What follows belongs to an exercise in optimizing a design on an open flow for small area, a short achievable clock period and few clock cycles; a production flow would make more cautious choices.
RTL that was checked went through simulation tests only; none was proved equivalent to the original.

Setup of TR:
// invoice_amount_parser
module invoice_amount_parser #(
	parameter int MAX_DIGITS = MAX_DIGITS_DEF
) (
	input  logic               clk,
	input  logic               arst_n,
	input  logic               in_valid,
	output logic               in_stall,
	input  logic [CHAR_W-1:0]  character,
	input  logic               last_char,
	output logic               out_valid,
	input  logic               out_stall,
	output logic [1:0]         status,
	output logic [SAT_W-1:0]   satoshis,
	output logic [FLASH_W-1:0] flash_count
);
clock: 9.0 ns
lec_check: 0
cap_margin: 20
core_margin: 2
core_utilization: 60
cts_buf_list: sky130_fd_sc_hd__clkbuf_4 sky130_fd_sc_hd__clkbuf_8
slew_margin: 20
standard.sh (not shown) runs the stock make flow with config.mk's settings and CLKGATE_MAP_FILE= SYNTH_SCRIPT=/design/flow/synth_recipe.tcl, a recipe that flattens the netlist after the stock synthesis.
==> flow/flow/run.sh <==
#!/bin/bash
set -euo pipefail
M=5.75
bash standard.sh "SETUP_SLACK_MARGIN=$M" \
  "BUFFER_PORTS_ARGS=-buffer_cell sky130_fd_sc_hd__buf_1" \
  "CTS_ARGS=-sink_clustering_enable -repair_clock_nets -dont_use_dummy_load -buf_list {sky130_fd_sc_hd__clkbuf_4 sky130_fd_sc_hd__clkbuf_8}" \
  finish > make_finish.log 2>&1
In summary, TR completed successfully, with a layout that passed the timing, DRC and antenna checks.
Here is what was changed in the inputs of PW compared with TR.
-- flow/flow/run.sh --
<<< TR, line 1
#!/bin/bash
set -euo pipefail
M=5.75
bash standard.sh "SETUP_SLACK_MARGIN=$M" \
  "BUFFER_PORTS_ARGS=-buffer_cell sky130_fd_sc_hd__buf_1" \
>>> PW, line 1
#!/bin/bash
set -euo pipefail
M=5.6
bash standard.sh "SETUP_SLACK_MARGIN=$M" \
  "BUFFER_PORTS_ARGS=-buffer_cell sky130_fd_sc_hd__buf_1" \
--- outcome ---
- Taking TR as the reference, in PW half-perimeter wire length after placement +0.49%, met2 usage in global routing ~0 delta, layout cell share with drive strength beyond 1 -1.8 points.
No run of this note included a check of the RTL's function; only the layout flow was run.


Setup of job 6755:
invoice_amount_parser, a different RTL version from the one above (not shown whole).
For scale: about 9100 sq um of cells after synthesis.
export LEC_CHECK = 0
export ABC_AREA = 1
export CAP_MARGIN = 20
export CORE_MARGIN = 2
export CORE_UTILIZATION = 60
export CTS_BUF_LIST = sky130_fd_sc_hd__clkbuf_4 sky130_fd_sc_hd__clkbuf_8
export SLEW_MARGIN = 20
create_clock -name core_clock -period 9.0 [get_ports {clk}]
==> flow/flow/run.sh <==
#!/bin/bash
set -euo pipefail
M=5.6
bash standard.sh "SETUP_SLACK_MARGIN=$M" \
  "BUFFER_PORTS_ARGS=-buffer_cell sky130_fd_sc_hd__buf_1" \
  "CTS_ARGS=-sink_clustering_enable -repair_clock_nets -dont_use_dummy_load -buf_list {sky130_fd_sc_hd__clkbuf_4 sky130_fd_sc_hd__clkbuf_8}" \
  finish > make_finish.log 2>&1
Job 6755 finished end to end and its layout was clean on timing, DRC and antenna.
Testbench counts of job 6755, summed over its fixed seeds: cycles 33,131.
The following lists how job 8752 was set up differently from job 6755:
Settings: ABC_AREA removed (was 1).
diff --git a/flow/flow/run.sh b/flow/flow/run.sh
--- a/flow/flow/run.sh
+++ b/flow/flow/run.sh
@@ -1,5 +1,5 @@
 #!/bin/bash
 set -euo pipefail
-M=5.6
+M=5.5
 bash standard.sh "SETUP_SLACK_MARGIN=$M" \
   "BUFFER_PORTS_ARGS=-buffer_cell sky130_fd_sc_hd__buf_1" \
--- outcome ---
- | final instance area | higher: job 6755 |
- Job 8752 — count of different cell masters after synthesis 16 higher, job 6755 as reference
- Setup WNS job 6755 -> job 8752: worse
- Job 6755 has a lower required time at the endpoint of the critical path than job 8752.
- On maximum frequency: between job 8752 and job 6755, it ends up lower for job 8752.
- In the tables for job 8752 and job 6755, total nets after synthesis reads lower with job 8752.
- Job 8752 against job 6755: core utilization picked up an extra 0.57 points.
[inputs] job 2313 vs job 8752
Settings: setting ABC_AREA to 1 for the first time.
diff --git a/flow/flow/run.sh b/flow/flow/run.sh
--- a/flow/flow/run.sh
+++ b/flow/flow/run.sh
@@ -1,5 +1,5 @@
 #!/bin/bash
 set -euo pipefail
-M=5.5
+M=6.1
 bash standard.sh "SETUP_SLACK_MARGIN=$M" \
   "BUFFER_PORTS_ARGS=-buffer_cell sky130_fd_sc_hd__buf_1" \
Comparing job 2313 and job 8752, worst hold slack is lower on job 2313. Setup slack was lower in job 8752 than in job 2313. The signed area change from the synthesized netlist to the final layout in job 2313 sits 0.34 points below the value recorded for job 8752. Going from job 8752 to job 2313, post-synthesis average cell area down about 25%, post-synthesis compound-gate area fraction down 5.2 points, maximum single-stage delay on the critical path flat.
Setup changes, job 2313 to job 9394
Settings: a deleted ABC_AREA that had been 1; an added PLACE_DENSITY of 0.7.
diff --git a/flow/flow/run.sh b/flow/flow/run.sh
--- a/flow/flow/run.sh
+++ b/flow/flow/run.sh
@@ -1,5 +1,5 @@
 #!/bin/bash
 set -euo pipefail
-M=6.1
+M=5.6
 bash standard.sh "SETUP_SLACK_MARGIN=$M" \
   "BUFFER_PORTS_ARGS=-buffer_cell sky130_fd_sc_hd__buf_1" \
Results
Between job 2313 and job 9394, the flow reports upper clock frequency limit decreasing by more than 10%.
Number of placement rows down 4.5% in job 9394 wrt job 2313


== wip/ember ==
Starting RTL as in the previous note.
Settings: LEC_CHECK=0, CAP_MARGIN=20, CORE_MARGIN=2, CORE_UTILIZATION=60, CTS_BUF_LIST=sky130_fd_sc_hd__clkbuf_4 sky130_fd_sc_hd__clkbuf_8, SLEW_MARGIN=20; clock period 9.0 ns.
==> flow/flow/run.sh <==
#!/bin/bash
set -euo pipefail
M=5.7
bash standard.sh "SETUP_SLACK_MARGIN=$M" \
  "BUFFER_PORTS_ARGS=-buffer_cell sky130_fd_sc_hd__buf_1" \
  "CTS_ARGS=-sink_clustering_enable -repair_clock_nets -dont_use_dummy_load -buf_list {sky130_fd_sc_hd__clkbuf_4 sky130_fd_sc_hd__clkbuf_8}" \
  finish > make_finish.log 2>&1
Testbench counts of wip/ember, summed over its fixed seeds: cycles 33,131.
Input-level comparison between wip/umber and wip/ember:
- an added ABC_AREA of 1
-- flow/flow/run.sh --
<<< wip/ember, line 1
#!/bin/bash
set -euo pipefail
M=5.7
bash standard.sh "SETUP_SLACK_MARGIN=$M" \
  "BUFFER_PORTS_ARGS=-buffer_cell sky130_fd_sc_hd__buf_1" \
>>> wip/umber, line 1
#!/bin/bash
set -euo pipefail
M=6.0
bash standard.sh "SETUP_SLACK_MARGIN=$M" \
  "BUFFER_PORTS_ARGS=-buffer_cell sky130_fd_sc_hd__buf_1" \
Results
In summary, wip/umber completed successfully, with a layout that passed the timing, DRC and antenna checks.
wip/umber leaves more setup margin than wip/ember.
Netlist area before placement went up by more than 10% going from wip/ember to wip/umber.
Comparing wip/ember and wip/umber, critical path data arrival time is higher on wip/ember.
Across both runs, final critical path time including I/O delays and setup was lower for wip/umber than for wip/ember.
Cmp wip/umber vs wip/ember: total buffers and inverters traversed by the critical path higher in wip/umber
Inputs modified between wip/umber and wip/pepper:
- GPL_ROUTABILITY_DRIVEN newly set to 0
- ABC_AREA removed (was 1)
-- flow/flow/run.sh --
<<< wip/umber, line 1
#!/bin/bash
set -euo pipefail
M=6.0
bash standard.sh "SETUP_SLACK_MARGIN=$M" \
  "BUFFER_PORTS_ARGS=-buffer_cell sky130_fd_sc_hd__buf_1" \
>>> wip/pepper, line 1
#!/bin/bash
set -euo pipefail
M=5.6
bash standard.sh "SETUP_SLACK_MARGIN=$M" \
  "BUFFER_PORTS_ARGS=-buffer_cell sky130_fd_sc_hd__buf_1" \
Notes after the runs:
- Of the two values seen for most common cell after layout, fill and taps aside, sky130_fd_sc_hd__nand2_1 was produced by wip/umber and sky130_fd_sc_hd__edfxtp_1 by wip/pepper.
- Changes observed in wip/pepper relative to wip/umber: total global-route track usage level.
- The synthesized net count of wip/pepper is lower than that of wip/umber.
- wip/umber tops out at a higher clock frequency than wip/pepper.
The following lists how wip/fjord was set up differently from wip/pepper:
- clearing GPL_ROUTABILITY_DRIVEN, which used to be 0
- putting ABC_AREA at 1 where nothing was set
-- flow/flow/run.sh --
<<< wip/pepper, line 1
#!/bin/bash
set -euo pipefail
M=5.6
bash standard.sh "SETUP_SLACK_MARGIN=$M" \
  "BUFFER_PORTS_ARGS=-buffer_cell sky130_fd_sc_hd__buf_1" \
>>> wip/fjord, line 1
#!/bin/bash
set -euo pipefail
M=6.3
bash standard.sh "SETUP_SLACK_MARGIN=$M" \
  "BUFFER_PORTS_ARGS=-buffer_cell sky130_fd_sc_hd__buf_1" \
[summary]
- wip/fjord vs wip/pepper, number of global-route vias before repair went up by 1362.
- The lower area of the mapped netlist of wip/fjord and wip/pepper is in wip/pepper.
- Compared with wip/pepper, in wip/fjord count of buffers added by post-CTS timing repair for setup went up, sequential share of cell area shrank by 6.0 points, setup slack moved up, global-route usage has increased.
What wip/maple does differently from wip/fjord at the input level:
-- flow/flow/run.sh --
<<< wip/fjord, line 1
#!/bin/bash
set -euo pipefail
M=6.3
bash standard.sh "SETUP_SLACK_MARGIN=$M" \
  "BUFFER_PORTS_ARGS=-buffer_cell sky130_fd_sc_hd__buf_1" \
>>> wip/maple, line 1
#!/bin/bash
set -euo pipefail
M=6.2
bash standard.sh "SETUP_SLACK_MARGIN=$M" \
  "BUFFER_PORTS_ARGS=-buffer_cell sky130_fd_sc_hd__buf_1" \
==> comparison <==
- Reported for wip/fjord and wip/maple, width of the chip turned out identical to the last digit.
- Of wip/fjord and wip/maple, the run reporting the lower finished layout cell area was wip/maple.
- Higher synthesis-to-finish area growth among wip/fjord and wip/maple: wip/fjord
- All of wip/fjord and wip/maple finish clean.


Setup of v30:
invoice_amount_parser again, from the RTL that the note above started with.
export LEC_CHECK = 0
export ABC_AREA = 1
export CAP_MARGIN = 20
export CORE_MARGIN = 2
export CORE_UTILIZATION = 60
export CTS_BUF_LIST = sky130_fd_sc_hd__clkbuf_16
export SLEW_MARGIN = 20
create_clock -name core_clock -period 9.0 [get_ports {clk}]
==> flow/flow/run.sh <==
#!/bin/bash
set -euo pipefail
M=6.1
bash standard.sh "SETUP_SLACK_MARGIN=$M" \
  "BUFFER_PORTS_ARGS=-buffer_cell sky130_fd_sc_hd__buf_1" \
  "CTS_ARGS=-sink_clustering_enable -repair_clock_nets -dont_use_dummy_load -buf_list {sky130_fd_sc_hd__clkbuf_16}" \
  finish > make_finish.log 2>&1
Testbench counts of v30, summed over its fixed seeds: cycles 33,131.
Input changes introduced in v12 (baseline for comparison: v30):
- ABC_AREA no longer set, was 1
- CAP_MARGIN now 10, was 20
- CTS_BUF_LIST now sky130_fd_sc_hd__clkbuf_4 sky130_fd_sc_hd__clkbuf_8, was sky130_fd_sc_hd__clkbuf_16
- SLEW_MARGIN now 10, was 20
==> flow/flow/run.sh <==
#!/bin/bash
set -euo pipefail
M=5.6
bash standard.sh "SETUP_SLACK_MARGIN=$M" \
  "BUFFER_PORTS_ARGS=-buffer_cell sky130_fd_sc_hd__buf_1" \
  "CTS_ARGS=-sink_clustering_enable -repair_clock_nets -dont_use_dummy_load -buf_list {sky130_fd_sc_hd__clkbuf_4 sky130_fd_sc_hd__clkbuf_8}" \
  finish > make_finish.log 2>&1
--- outcome ---
Relative to v30, met3 layer usage reported by global route decreased by 0.27 points in v12. Compared with v30, in v12 clock-pin slew on the worst setup and hold paths rose by 30 ps, worst hold slack rose 29 ps.
For v58, these inputs were changed with respect to v12:
- SLEW_MARGIN now 20, was 10
- CAP_MARGIN now 20, was 10
- ABC_AREA now 1, previously not set
==> flow/flow/run.sh <==
#!/bin/bash
set -euo pipefail
M=6.1
bash standard.sh "SETUP_SLACK_MARGIN=$M" \
  "BUFFER_PORTS_ARGS=-buffer_cell sky130_fd_sc_hd__buf_2" \
  "CTS_ARGS=-sink_clustering_enable -repair_clock_nets -dont_use_dummy_load -buf_list {sky130_fd_sc_hd__clkbuf_4 sky130_fd_sc_hd__clkbuf_8}" \
  finish > make_finish.log 2>&1
Notes after the runs:
v58 ended up with acc_q[7]$_SDFFCE_PN0P_ as its launch point of the critical path; v12 ended up with l_q[15]$_DFFE_PP_. As of v58, via count of the first global-routing pass had risen by more than 10% compared to v12. The run showing the greater relative area change from synthesis to final layout is v58. Compared with v12, v58 shows overall die width that has gone up by a few percent. Of v58 and v12, v12 shows the lower cell count after synthesis, with v58 above it. Route | v58 vs v12 | wire longer in v58. v12 → v58: fraction of the mapped netlist area in simple logic gates increased 12 points, met2 usage in global routing decreased 1.1 points. v58 vs v12 on worst setup slack: v58 is the higher one.

==> re-timing with driven ports <==
How much do the figures lean on ideal ports? The routed layouts below were timed once more, with nothing changed but the port constraints.
Step 1: set_driving_cell puts a clkbuf_16 on clk and a buf_2 on each other input, an assumption about the parent block.
Step 2 also shifts input and output timing later by t, the mid clock arrival at the registers, as if the neighbouring blocks saw the same clock.
a / b / c = no drivers / after step 1 / after step 2; a / b = the first two.
run	shift t [ns]	setup slack, ns	hold WS [ns]	worst register clock-pin slew, ns
TR	0.470	5.837 / 5.837 / 5.837	0.498 / 0.498 / 0.498	0.08 / 0.08
PW	0.469	5.752 / 5.752 / 5.752	0.503 / 0.503 / 0.503	0.08 / 0.08
job 6755	0.484	6.054 / 6.016 / 5.660	0.433 / 0.433 / 0.433	0.08 / 0.08
job 8752	0.465	5.629 / 5.629 / 5.629	0.466 / 0.466 / 0.466	0.08 / 0.08
job 2313	0.476	6.133 / 6.095 / 5.922	0.443 / 0.443 / 0.443	0.08 / 0.08
job 9394	0.468	5.736 / 5.736 / 5.736	0.449 / 0.449 / 0.449	0.07 / 0.07
wip/ember	0.466	5.688 / 5.688 / 5.688	0.465 / 0.465 / 0.465	0.08 / 0.08
wip/umber	0.477	6.085 / 6.047 / 5.920	0.442 / 0.442 / 0.442	0.08 / 0.08
wip/pepper	0.465	5.759 / 5.759 / 5.750	0.469 / 0.469 / 0.469	0.08 / 0.08
wip/fjord	0.483	6.160 / 6.119 / 6.039	0.452 / 0.452 / 0.452	0.08 / 0.08
wip/maple	0.477	6.156 / 6.119 / 6.076	0.433 / 0.433 / 0.433	0.09 / 0.09
v30	0.453	6.144 / 6.101 / 6.056	0.440 / 0.440 / 0.440	0.06 / 0.06
v12	0.465	5.759 / 5.759 / 5.750	0.469 / 0.469 / 0.469	0.08 / 0.08
v58	0.471	6.132 / 6.093 / 5.946	0.434 / 0.434 / 0.434	0.08 / 0.08
After both steps setup and hold are still met in every run listed. The setup slack of job 6755, which loses most, moves by -0.038 ns with the drivers and by -0.394 ns with both steps.
